This is an optimization exercise on Yosys and OpenROAD, whose aim is small area, not a production implementation. Function was checked by simulation only, so behaviour that the tests miss may differ from the original. Power and IR drop assume default switching activity.

[design/flow/config.mk]
export PLATFORM = sky130hd
export DESIGN_NAME = sra_reg_slave
export DESIGN_NICKNAME = sra_reg_slave
export VERILOG_FILES = /design/flow/design.v
export SDC_FILE = /design/flow/constraint.sdc
export NUM_CORES = 4
export LEC_CHECK = 0
export CAP_MARGIN = 20
export CORE_MARGIN = 2
export CORE_UTILIZATION = 40
export SLEW_MARGIN = 20
[design/flow/constraint.sdc]
create_clock -name core_clock -period 4.0 [get_ports {clk}]
set_input_delay 0.8000 -clock core_clock [delete_from_list [all_inputs] [get_ports {clk}]]
set_output_delay 0.8000 -clock core_clock [all_outputs]
set_load 0.01 [all_outputs]
[design/flow/design.v]
module sra_reg_slave #(
  parameter int DATA_WIDTH_BYTES = 4,
  parameter int ADDR_WIDTH       = 8,
  parameter int M_USER_BITS      = 2,
  parameter int S_USER_BITS      = 2,
  parameter int NUM_REGS         = 16
) (
  input  logic                               clk,
  input  logic                               rst,
  input  logic                               m_valid,
  output logic                               m_ready,
  input  logic [DATA_WIDTH_BYTES*8-1:0]      m_data,
  input  logic [M_USER_BITS-1:0]             m_user,
  input  logic [ADDR_WIDTH-1:0]              m_addr,
  output logic                               s_valid,
  input  logic                               s_ready,
  output logic [DATA_WIDTH_BYTES*8-1:0]      s_data,
  output logic [S_USER_BITS-1:0]             s_user,
  output logic [ADDR_WIDTH-1:0]              s_addr,
  input  logic                               hw_wr_en,
  input  logic [$clog2(NUM_REGS)-1:0]        hw_wr_addr,
  input  logic [DATA_WIDTH_BYTES*8-1:0]      hw_wr_data,
  output logic [NUM_REGS*DATA_WIDTH_BYTES*8-1:0] reg_q,
  output logic [NUM_REGS-1:0]                bus_wr_pulse
);
  localparam int DW = DATA_WIDTH_BYTES * 8;
  localparam int IW = $clog2(NUM_REGS);
  localparam bit WRITE_ACK = 1'b0;
  typedef enum logic {SLOT_EMPTY, SLOT_FULL} slot_t;
  slot_t                   slot_q, slot_d;
  logic [DW-1:0]           s_data_q, s_data_d;
  logic [S_USER_BITS-1:0]  s_user_q, s_user_d;
  logic [ADDR_WIDTH-1:0]   s_addr_q, s_addr_d;
  logic [DW-1:0]           regs_q [NUM_REGS];
  logic [DW-1:0]           regs_d [NUM_REGS];
  logic [NUM_REGS-1:0]     pulse_q, pulse_d;
  logic                    accept;
  logic                    is_wr;
  logic                    in_range;
  logic                    resp_en;
  logic [IW-1:0]           idx;
  logic [DW-1:0]           rd_data;
  logic                    unused_m_user;
  assign s_valid  = (slot_q == SLOT_FULL);
  assign m_ready  = !s_valid || s_ready;
  assign accept   = m_valid && m_ready;
  assign is_wr    = m_user[0];
  assign in_range = {1'b0, m_addr} < (ADDR_WIDTH+1)'(NUM_REGS);
  assign idx      = m_addr[IW-1:0];
  assign resp_en  = accept && (WRITE_ACK || !is_wr);
  assign unused_m_user = ^m_user;
  always_comb begin
    rd_data = regs_q[idx];
    if (hw_wr_en && (hw_wr_addr == idx)) begin
      rd_data = hw_wr_data;
    end
  end
  always_comb begin
    slot_d   = slot_q;
    s_data_d = s_data_q;
    s_user_d = s_user_q;
    s_addr_d = s_addr_q;
    if (resp_en) begin
      slot_d      = SLOT_FULL;
      s_data_d    = (!is_wr && in_range) ? rd_data : '0;
      s_user_d    = '0;
      s_user_d[0] = !in_range;
      s_user_d[1] = is_wr;
      s_addr_d    = m_addr;
    end else if (s_ready) begin
      slot_d = SLOT_EMPTY;
    end
  end
  always_comb begin
    for (int i = 0; i < NUM_REGS; i++) begin
      pulse_d[i] = accept && is_wr && in_range && (idx == IW'(i));
      regs_d[i]  = regs_q[i];
      if (pulse_d[i]) begin
        regs_d[i] = m_data;
      end else if (hw_wr_en && (hw_wr_addr == IW'(i))) begin
        regs_d[i] = hw_wr_data;
      end
    end
  end
  always_ff @(posedge clk) begin
    if (rst) begin
      slot_q   <= SLOT_EMPTY;
      s_data_q <= '0;
      s_user_q <= '0;
      s_addr_q <= '0;
      pulse_q  <= '0;
      for (int i = 0; i < NUM_REGS; i++) begin
        regs_q[i] <= '0;
      end
    end else begin
      slot_q   <= slot_d;
      s_data_q <= s_data_d;
      s_user_q <= s_user_d;
      s_addr_q <= s_addr_d;
      pulse_q  <= pulse_d;
      for (int i = 0; i < NUM_REGS; i++) begin
        regs_q[i] <= regs_d[i];
      end
    end
  end
  assign s_data       = s_data_q;
  assign s_user       = s_user_q;
  assign s_addr       = s_addr_q;
  assign bus_wr_pulse = pulse_q;
  for (genvar gi = 0; gi < NUM_REGS; gi++) begin : g_flat
    assign reg_q[gi*DW +: DW] = regs_q[gi];
  end
endmodule
[design/flow/run.sh]
#!/bin/bash
# synth_recipe.tcl (not shown) runs the flow's synth.tcl, then flattens the netlist and writes it again
# the make line also repeats each setting of config.mk as NAME=value (left out here)
make -C /OpenROAD-flow-scripts/flow DESIGN_CONFIG=/design/flow/config.mk WORK_HOME=/design/flow/orfs CLKGATE_MAP_FILE= SYNTH_SCRIPT=/design/flow/synth_recipe.tcl finish
==> results.txt <==
Yosys cell types=60; ranking of synthesized cells by area=dfxtp_1, mux2i_1, a211oi_2; number of H-tree levels=3; VDD IR-drop max=approximately 0.28 mV; Ys Warns=3; GR Overflow Total=0; finished layout cell area=~40000 um2; class of the most critical setup path=input port to register; largest net degree at the start of global routing=approximately 170; CP most frequent cell=buf_4; pwr/cell area=approximately 340 nW/um2; hpwl dp=a little under 100000 um; FFs w/ async S/R, synth=0; Initial Utilization=0.4042; count leader, synth=nor2_1; placed cell area=roughly 38000 um2; drc violations=0; Die Ht=~280 um; Synth Cell Area=approximately 31000 um2; nets=roughly 3700; WHS=between 0.4 and 0.5 ns; critical-path cell list=buf_4, buf_4, and2_2, buf_4, a22oi_1, o22ai_1, nor3_1, o31ai_1; post-synthesis sequential area ratio=0.3717; CP max stage cell=and2_2; clock-pin slew on the worst setup and hold paths=about 0.060 ns; total track usage=0.3590; arrival time at the worst endpoint=3.37 ns; Post-synth EDFFs=0; antenna violations before repair=9; ANT nets after route=0; Design Power=between 10 and 15 mW; Mapped Nets=approximately 3300; post-CTS sizing=0; Clock Latency Late Sink=0.63 ns; pre-CTS WS=~0.6 ns; status=timing/DRC/antenna clean; core box area=around 76000 um2; crit share post-route=0.7107; DR vias/cell=roughly 6.2; Crit path largest cell delay=around 0.68 ns; standard-cell row count=101; highest clock rate=about 350 MHz; relative slew slack=0.1286; IO buf count=between 600 and 700; share of layout cells above drive strength 1=0.1606; final hold viol count=0; CTS Buf Count=slightly below 70; routed wire length=148000 um; Slew Viols, Final=0; syn_area_per_cell=roughly 9.6 um2; TritonCTS clock tree=built; post-layout util=0.5228; leading area contributor after synthesis=dfxtp_1; WL/cell=31.64 um; Clock Tree Root=clkbuf_16; 1st-pass router iterations=6; RSZ-0062 raised after global routing=false; Final WS setup=roughly 1.2 ns; leak pwr=between 10 and 15 nW; register bit total from synthesis=roughly 570; Setup Viol. Count Final=0; CTS Hold Bufs=0; total negative setup slack=0 ns; ys flop type=dfxtp_1; global-route wire length before repair=about 210000 um; crit start category=input port; HP Class=register to register; Worst Tran Pin Value=between 1 and 1.5 ns; crit path capture type=register; Worst EP required=4.52 ns; num ports=~660; Die Width=281.3 um; number of max-cap violations=0; minimum clock period=roughly 2.8 ns; fin cells=4676; clock buffer depth=3; CTS sink cnt=roughly 570; Synth top area share=0.3717; Post CTS Setup Buffer Count=0; crit path buf inv count=3; Post-synth top cells=nor2_1, dfxtp_1, mux2i_1; CP max FO=20; vias in the first global route=28065; clock skew=~0.026 ns; drt first-iter violations=between 3000 and 4000; dpl cells=4557; critical path's top delay family=buffers and inverters; Gate Count Post-Synth=3215; synth-to-layout area growth=29.35%; vias=around 30000; gpl congestion=0.8798; die area=~79000 um2
## state kept, by name, summed over array words and instances (netlist names)
signal and count:
pulse_q 16, regs_q 512, s_user_q 2, slot_q 1, s_data_q 32, s_addr_q 8
## cell usage in the layout, fill, tap and decap left out, drive strengths merged, types with 4 or more instances in the layout
| master | n |
|---|---|
| clkdlybuf4s50 | 648 |
| nor2 | 584 |
| dfxtp | 571 |
| mux2i | 528 |
| a211oi | 514 |
| a22oi | 147 |
| buf | 112 |
| clkbuf | 95 |
| a22o | 73 |
| o22ai | 58 |
| mux2 | 38 |
| o31ai | 34 |
| nand2 | 33 |
| nand2b | 31 |
| nor3 | 28 |
| a221o | 24 |
| nand3 | 17 |
| a21oi | 16 |
| clkinv | 14 |
| a32oi | 7 |
| o221ai | 6 |
| and2 | 6 |
| inv | 6 |
| nand4 | 5 |
| nor2b | 4 |
| nor4 | 4 |
| nor3b | 4 |
## cells by family after synthesis
kind of cell	count (synthesis)	synth area share
and+or+nand+nor	736	0.1039
DFF	571	0.3717
muxes	566	0.1858
xor gates and xnor gates	4	0.001140
buffers and inverters	451	0.07515
AOI/OAI and AO/OA	887	0.2623
## final timing paths
kind | startpoint | endpoint | slack (ns) | depth (start not counted)
min reg2reg | s_addr_q[3]$_SDFFE_PP0P_ | s_addr_q[3]$_SDFFE_PP0P_ | 0.46 | 2
max reg2reg | slot_q$_SDFFE_PP0P_ | regs_q[15][12]$_SDFFE_PP0P_ | 1.57 | 7
max | m_addr[1] | s_data_q[28]$_SDFFE_PP0P_ | 1.16 | 8
min | s_addr_q[3]$_SDFFE_PP0P_ | s_addr_q[3]$_SDFFE_PP0P_ | 0.46 | 2
## area by class of cell
type,instances,area [um2]
fill,6857,36300
multi-input combinational,2193,17290
sequential,571,11430
timing repair buffer,760,7567
clock buffer,95,1968
tap,1030,1289
clock inverter,21,212.7
inverter,3,11.26
antenna,3,7.507
## where the power goes
group | leakage [nW] | switching, mW | total (mW) | internal, mW
registers | 4.61 | 0.0728 | 5.84 | 5.77
logic | 8.52 | 0.895 | 1.35 | 0.453
clock network | 1.08 | 2.62 | 6.26 | 3.63
## worst min-delay path: stages (launching register included)
cell and delay (ns):
dfxtp_1 0.31, nand2_1 0.05, a21oi_1 0.05
## layer usage
metal  GRT usage  vias up  wire (um)
met3     0.07906      446      13320
li1            -    12608          -
met1      0.4527    14378      58560
met5           0        -         79
met4      0.1809       12       8679
met2      0.5765     1741      67330

-- re-timing with driven ports --
In the flow no input, the clock included, has a driving cell. The finished layout below was timed again as built, in two steps. Step 1: set_driving_cell puts a clkbuf_16 on clk and a buf_2 on each other input, an assumption about the parent block. Step 2 moves the port delays by t, midway between the first and last clock arrival at a register: inputs arrive t later, outputs are due t later. That takes back most of the time a late clock gives input paths. Three values: no drivers, after step 1, after step 2; two values: the first two.
t (ns): 0.683
slack for setup (ns): 1.157 / 1.161 / 0.518
worst register clock-pin slew, ns: 0.06 / 0.06
worst slew at a driven data input, ns: 0.13
After both steps this run still meets setup and hold. For this run, drivers alone change the setup slack by +0.004 ns; drivers and shift together by -0.639 ns.
